Background: an optimization exercise with open tools, aiming at small area, a short achievable clock period and few clock cycles per item. Do not read the settings as production practice. At most, simulation tests tie the RTL to the original design; equivalence was not proved. No activity file was given, so power comes from the tool's default toggle rates.

==> flow/design.v (excerpt) <==
module overwriting_record_stack_drain_unit #(
    parameter int DEPTH        = 16,
    parameter int RECORD_BYTES = 8
) (
    input  logic        i_clk,
    input  logic        i_rst_n,
    input  logic        in_valid,
    output logic        in_ready,
    input  logic        in_opcode,
    input  logic [63:0] in_entry_data,
    input  logic        in_reserve_slot,
    output logic        out_valid,
    input  logic        out_ready,
    output logic        out_is_header,
    output logic [63:0] out_record_data,
    output logic [4:0]  out_header_count,
    output logic [4:0]  out_popped,
    output logic        out_last,
    input  logic        cfg_valid,
    output logic        cfg_ready,
    input  logic [4:0]  cfg_data
);
    logic [ors_pkg::DEPTH-1:0]  w_we;
    logic [ors_pkg::DEPTH-1:0]  w_rsel;
    logic [63:0]                w_rdata;
    logic                       w_ld_rec;
    logic                       w_ld_hdr;
    logic [4:0]                 w_hdr_popped;
    logic                       w_hdr_rsv;
    assign cfg_ready = 1'b1;
    ors_ctrl u_ctrl (
        .i_clk          (i_clk),
        .i_rst_n        (i_rst_n),
        .i_in_valid     (in_valid),
        .i_opcode       (in_opcode),
        .i_reserve_slot (in_reserve_slot),
        .i_cfg_valid    (cfg_valid),
        .i_cfg_data     (cfg_data),
        .i_out_ready    (out_ready),
        .o_in_ready     (in_ready),
        .o_out_valid    (out_valid),
        .o_we           (w_we),
        .o_rsel         (w_rsel),
        .o_ld_rec       (w_ld_rec),
        .o_ld_hdr       (w_ld_hdr),
        .o_hdr_popped   (w_hdr_popped),
        .o_hdr_rsv      (w_hdr_rsv)
    );
    ors_ram #(
        .WIDTH (8 * RECORD_BYTES),
        .DEPTH (ors_pkg::DEPTH)
    ) u_ram (
        .i_clk   (i_clk),
        .i_we    (w_we),
  ...
clock: 4.0 ns
lec_check: 0
abc_clock_period_in_ps: 2200
cap_margin: 20
core_margin: 2
core_utilization: 40
cts_cluster_diameter: 100
cts_cluster_size: 25
setup_slack_margin: 1.8
slew_margin: 20
run.sh (not shown) runs the stock make flow with config.mk's settings and CLKGATE_MAP_FILE= SYNTH_SCRIPT=/design/flow/synth_recipe.tcl, a recipe that flattens the netlist after the stock synthesis.
Testbench counts at the start, summed over its fixed seeds: cycles 4,048, items 3,840.
Change:
--- a/flow/design.v
+++ b/flow/design.v
@@ -51,23 +51,24 @@
     output logic                          o_ld_rec,
     output logic                          o_ld_hdr,
     output logic [ors_pkg::CNT_W-1:0]     o_hdr_popped,
     output logic                          o_hdr_rsv
 );
     localparam int D  = ors_pkg::DEPTH;
     localparam int SW = ors_pkg::SLOT_W;
     localparam int CW = ors_pkg::CNT_W;
     localparam int NF = NQ - 1;   
     localparam int QW = $clog2(NF + 1);
     function automatic logic [D-1:0] onehot(input logic [SW-1:0] s);
-        for (int i = 0; i < D; i++) onehot[i] = (s == SW'(i));
+        onehot    = '0;
+        onehot[s] = 1'b1;
     endfunction
     function automatic logic [D-1:0] lowest(input logic [D-1:0] m);
         logic [D-1:0] below;
         below[0] = 1'b0;
         for (int i = 1; i < D; i++) below[i] = below[i-1] | m[i-1];
         lowest = m & ~below;
     endfunction
     function automatic logic [SW-1:0] encode(input logic [D-1:0] oh);
         encode = '0;
         for (int i = 0; i < D; i++) begin
             if (oh[i]) encode = encode | SW'(i);
After rerunning:
- power rises by about 5%
- hold slack degrades by 0.033 ns
- final cell count rises by 4.9%
- register-to-register slack degrades by 0.13 ns
- via count rises by 5.0%
- die area rises by about 2%
- cell area rises by 5.1%
- routed wire length rises by about 5%
- worst setup slack degrades by 0.13 ns
Testbench counts after the change, summed over its fixed seeds: cycles 4,048, items 3,840.

* * *

run 2:
Another version of the RTL of overwriting_record_stack_drain_unit (not shown whole).
Size in the first run: ~160 I/O pins, roughly 57000 µm² of cells after synthesis.
## overwriting_record_stack_drain_unit
module overwriting_record_stack_drain_unit #(
    parameter int DEPTH        = 16,
    parameter int RECORD_BYTES = 8
) (
    input  logic        i_clk,
    input  logic        i_rst_n,
    input  logic        in_valid,
    output logic        in_ready,
    input  logic        in_opcode,
    input  logic [63:0] in_entry_data,
    input  logic        in_reserve_slot,
    output logic        out_valid,
    input  logic        out_ready,
    output logic        out_is_header,
    output logic [63:0] out_record_data,
    output logic [4:0]  out_header_count,
    output logic [4:0]  out_popped,
    output logic        out_last,
    input  logic        cfg_valid,
    output logic        cfg_ready,
    input  logic [4:0]  cfg_data
);
    logic [ors_pkg::DEPTH-1:0]  w_we;
    logic [ors_pkg::DEPTH-1:0]  w_rsel;
    logic [63:0]                w_rdata;
    logic                       w_ld_rec;
    logic                       w_ld_hdr;
    logic [4:0]                 w_hdr_popped;
    logic                       w_hdr_rsv;
    assign cfg_ready = 1'b1;
    ors_ctrl u_ctrl (
        .i_clk          (i_clk),
        .i_rst_n        (i_rst_n),
        .i_in_valid     (in_valid),
        .i_opcode       (in_opcode),
        .i_reserve_slot (in_reserve_slot),
        .i_cfg_valid    (cfg_valid),
        .i_cfg_data     (cfg_data),
        .i_out_ready    (out_ready),
        .o_in_ready     (in_ready),
        .o_out_valid    (out_valid),
        .o_we           (w_we),
        .o_rsel         (w_rsel),
        .o_ld_rec       (w_ld_rec),
        .o_ld_hdr       (w_ld_hdr),
        .o_hdr_popped   (w_hdr_popped),
  ...
clock: 4.0 ns
lec_check: 0
abc_area: 1
abc_clock_period_in_ps: 2200
cap_margin: 20
core_margin: 2
core_utilization: 40
cts_cluster_diameter: 100
cts_cluster_size: 25
setup_slack_margin: 1.8
slew_margin: 20
Relative to run 2, the following input files were edited for run 5:
--- a/flow/design.v
+++ b/flow/design.v
@@ -76,25 +76,22 @@
     logic [CW-1:0] r_cap;     
     logic [CW-1:0] r_cap1;    
     logic [SW-1:0] r_head;    
     logic [SW-1:0] r_headm1;  
     logic [SW-1:0] r_tail;    
     logic [SW-1:0] r_tail2;   
     logic [CW-1:0] r_fill;
     logic [SW-1:0] r_t0;      
     logic [SW-1:0] r_t1;      
     logic [SW-1:0] r_ptr  [D];
     logic [SW-1:0] r_link [D];
-    logic          r_lw_v;
-    logic [D-1:0]  r_lw_oh;
-    logic [SW-1:0] r_lw_pos;
     logic [D-1:0]  r_busy;
     logic [SW-1:0] r_wsel;
     logic [D-1:0]  r_wsel_oh;
     logic          r_in_ready;
     logic          r_out_valid;
     logic [SW-1:0] r_q_start [NF];
     logic [CW-1:0] r_q_k     [NF];
     logic          r_q_rsv   [NF];
     logic [QW-1:0] r_q_cnt;
     logic          r_e_act;
     logic [D-1:0]  r_e_oh;
@@ -205,25 +202,23 @@
             r_headm1    <= '1;
             r_tail      <= '0;
             r_tail2     <= SW'(2);
             r_fill      <= '0;
             r_busy      <= '0;
             r_wsel      <= '0;
             r_wsel_oh   <= D'(1);
             r_in_ready  <= 1'b1;
             r_out_valid <= 1'b0;
             r_q_cnt     <= '0;
             r_e_act     <= 1'b0;
-            r_lw_v      <= 1'b0;
         end else begin
-            r_lw_v      <= w_push;
             if (i_cfg_valid) begin
                 r_cap  <= (i_cfg_data > ors_pkg::BATCH_CAP) ? ors_pkg::BATCH_CAP : i_cfg_data;
                 r_cap1 <= (i_cfg_data > ors_pkg::BATCH_CAP) ? ors_pkg::BATCH_CAP - 1'b1
                         : (i_cfg_data != '0) ? i_cfg_data - 1'b1 : '0;
             end
             if (w_push) begin
                 r_head   <= r_head + 1'b1;
                 r_headm1 <= r_head;
                 if (w_full) begin
                     r_tail  <= r_tail + 1'b1;
                     r_tail2 <= r_tail2 + 1'b1;
@@ -244,38 +239,34 @@
             end else if (i_out_ready) begin
                 r_out_valid <= 1'b0;
             end
             if (w_drain && !w_e_take)      r_q_cnt <= r_q_cnt + 1'b1;
             else if (!w_drain && w_e_take) r_q_cnt <= r_q_cnt - 1'b1;
             if (w_e_take)      r_e_act <= 1'b1;
             else if (o_ld_hdr) r_e_act <= 1'b0;
         end
     end
     always_ff @(posedge i_clk) begin
         if (w_push) begin
-            r_lw_oh  <= r_wsel_oh;
-            r_lw_pos <= r_headm1;
-        end
-        if (w_push) begin
             r_ptr[r_head] <= r_wsel;
             if (w_full) begin
                 r_t0 <= r_t1;
                 r_t1 <= r_ptr[r_tail2];
             end else if (r_fill == CW'(0)) begin
                 r_t0 <= r_wsel;
             end else if (r_fill == CW'(1)) begin
                 r_t1 <= r_wsel;
             end
         end
         for (int i = 0; i < D; i++) begin
-            if (r_lw_v && r_lw_oh[i]) r_link[i] <= r_ptr[r_lw_pos];
+            if (w_push && r_wsel_oh[i]) r_link[i] <= w_top;
         end
         for (int i = 0; i < NF; i++) begin
             if (w_q_we[i]) begin
                 r_q_start[i] <= w_top;
                 r_q_k[i]     <= w_k;
                 r_q_rsv[i]   <= i_reserve_slot;
             end else if (w_e_take) begin
                 if (i < NF - 1) begin
                     r_q_start[i] <= r_q_start[(i < NF - 1) ? i + 1 : i];
                     r_q_k[i]     <= r_q_k[(i < NF - 1) ? i + 1 : i];
                     r_q_rsv[i]   <= r_q_rsv[(i < NF - 1) ? i + 1 : i];
Findings:
- Met1 track demand over resource in global routing, run 2 and run 5: higher on run 5
- Looking at layout sequential cell count, run 5 sits below run 2.
- Across both runs, number of cell rows was lower for run 5 than for run 2.
- Post-route minimum period, run 2 and run 5, lower one = run 5.
- Compared to run 2, run 5 shows a wider setup margin.
- Routed wire length of run 5 falls short of that of run 2 slightly.
- Going from run 2 to run 5, cell-internal power increased by 0.76% relative to the old numbers, final total power up 0.47 mW, part of the total power dissipated in the clock network down 1.0 points.
- In run 5 relative to run 2, combinational logic power had gone up by a little under 10%.
- Run 5 ended up with a lower final cell area excluding filler cells than run 2 did.
Testbench counts of run 5, summed over its fixed seeds: cycles 4,048, items 3,840.
For run 2, only the layout was checked, not whether the RTL still works.

re-timing with driven ports:
In the flow no input, the clock included, has a driving cell. The finished layouts below were timed again as built, in two steps.
Step 1 (the two cells are an assumption about what drives the block):
set clk [get_ports {i_clk}]
set_driving_cell -lib_cell sky130_fd_sc_hd__clkbuf_16 $clk
set_driving_cell -lib_cell sky130_fd_sc_hd__buf_2 [delete_from_list [all_inputs] $clk]
Step 2 times the ports against the registers' clock, not the clock port: input delays grow and output delays shrink by t, the midpoint of the rising clock arrivals with the driver on.
Three values: no drivers, after step 1, after step 2; two values: the first two.
run | t (ns) | setup slack, ns | hold slack, ns | slew at the worst register clock pin (ns) | pins driven straight from the clock port
the first run of note 1 | 0.730 | 1.587 / 1.587 / 1.048 | 0.452 / 0.452 / 0.452 | 0.11 / 0.11 | 1
the second run of note 1 | 0.756 | 1.461 / 1.461 / 0.995 | 0.419 / 0.419 / 0.419 | 0.11 / 0.11 | 1
run 2 | 0.758 | 1.704 / 1.628 / 1.101 | 0.448 / 0.434 / 0.448 | 0.11 / 0.11 | 1
run 5 | 0.748 | 1.839 / 1.764 / 1.277 | 0.471 / 0.462 / 0.471 | 0.10 / 0.10 | 1
After both steps every run listed still meets setup and hold. For run 2, which loses most, drivers alone change the setup slack by -0.076 ns; drivers and shift together by -0.603 ns.
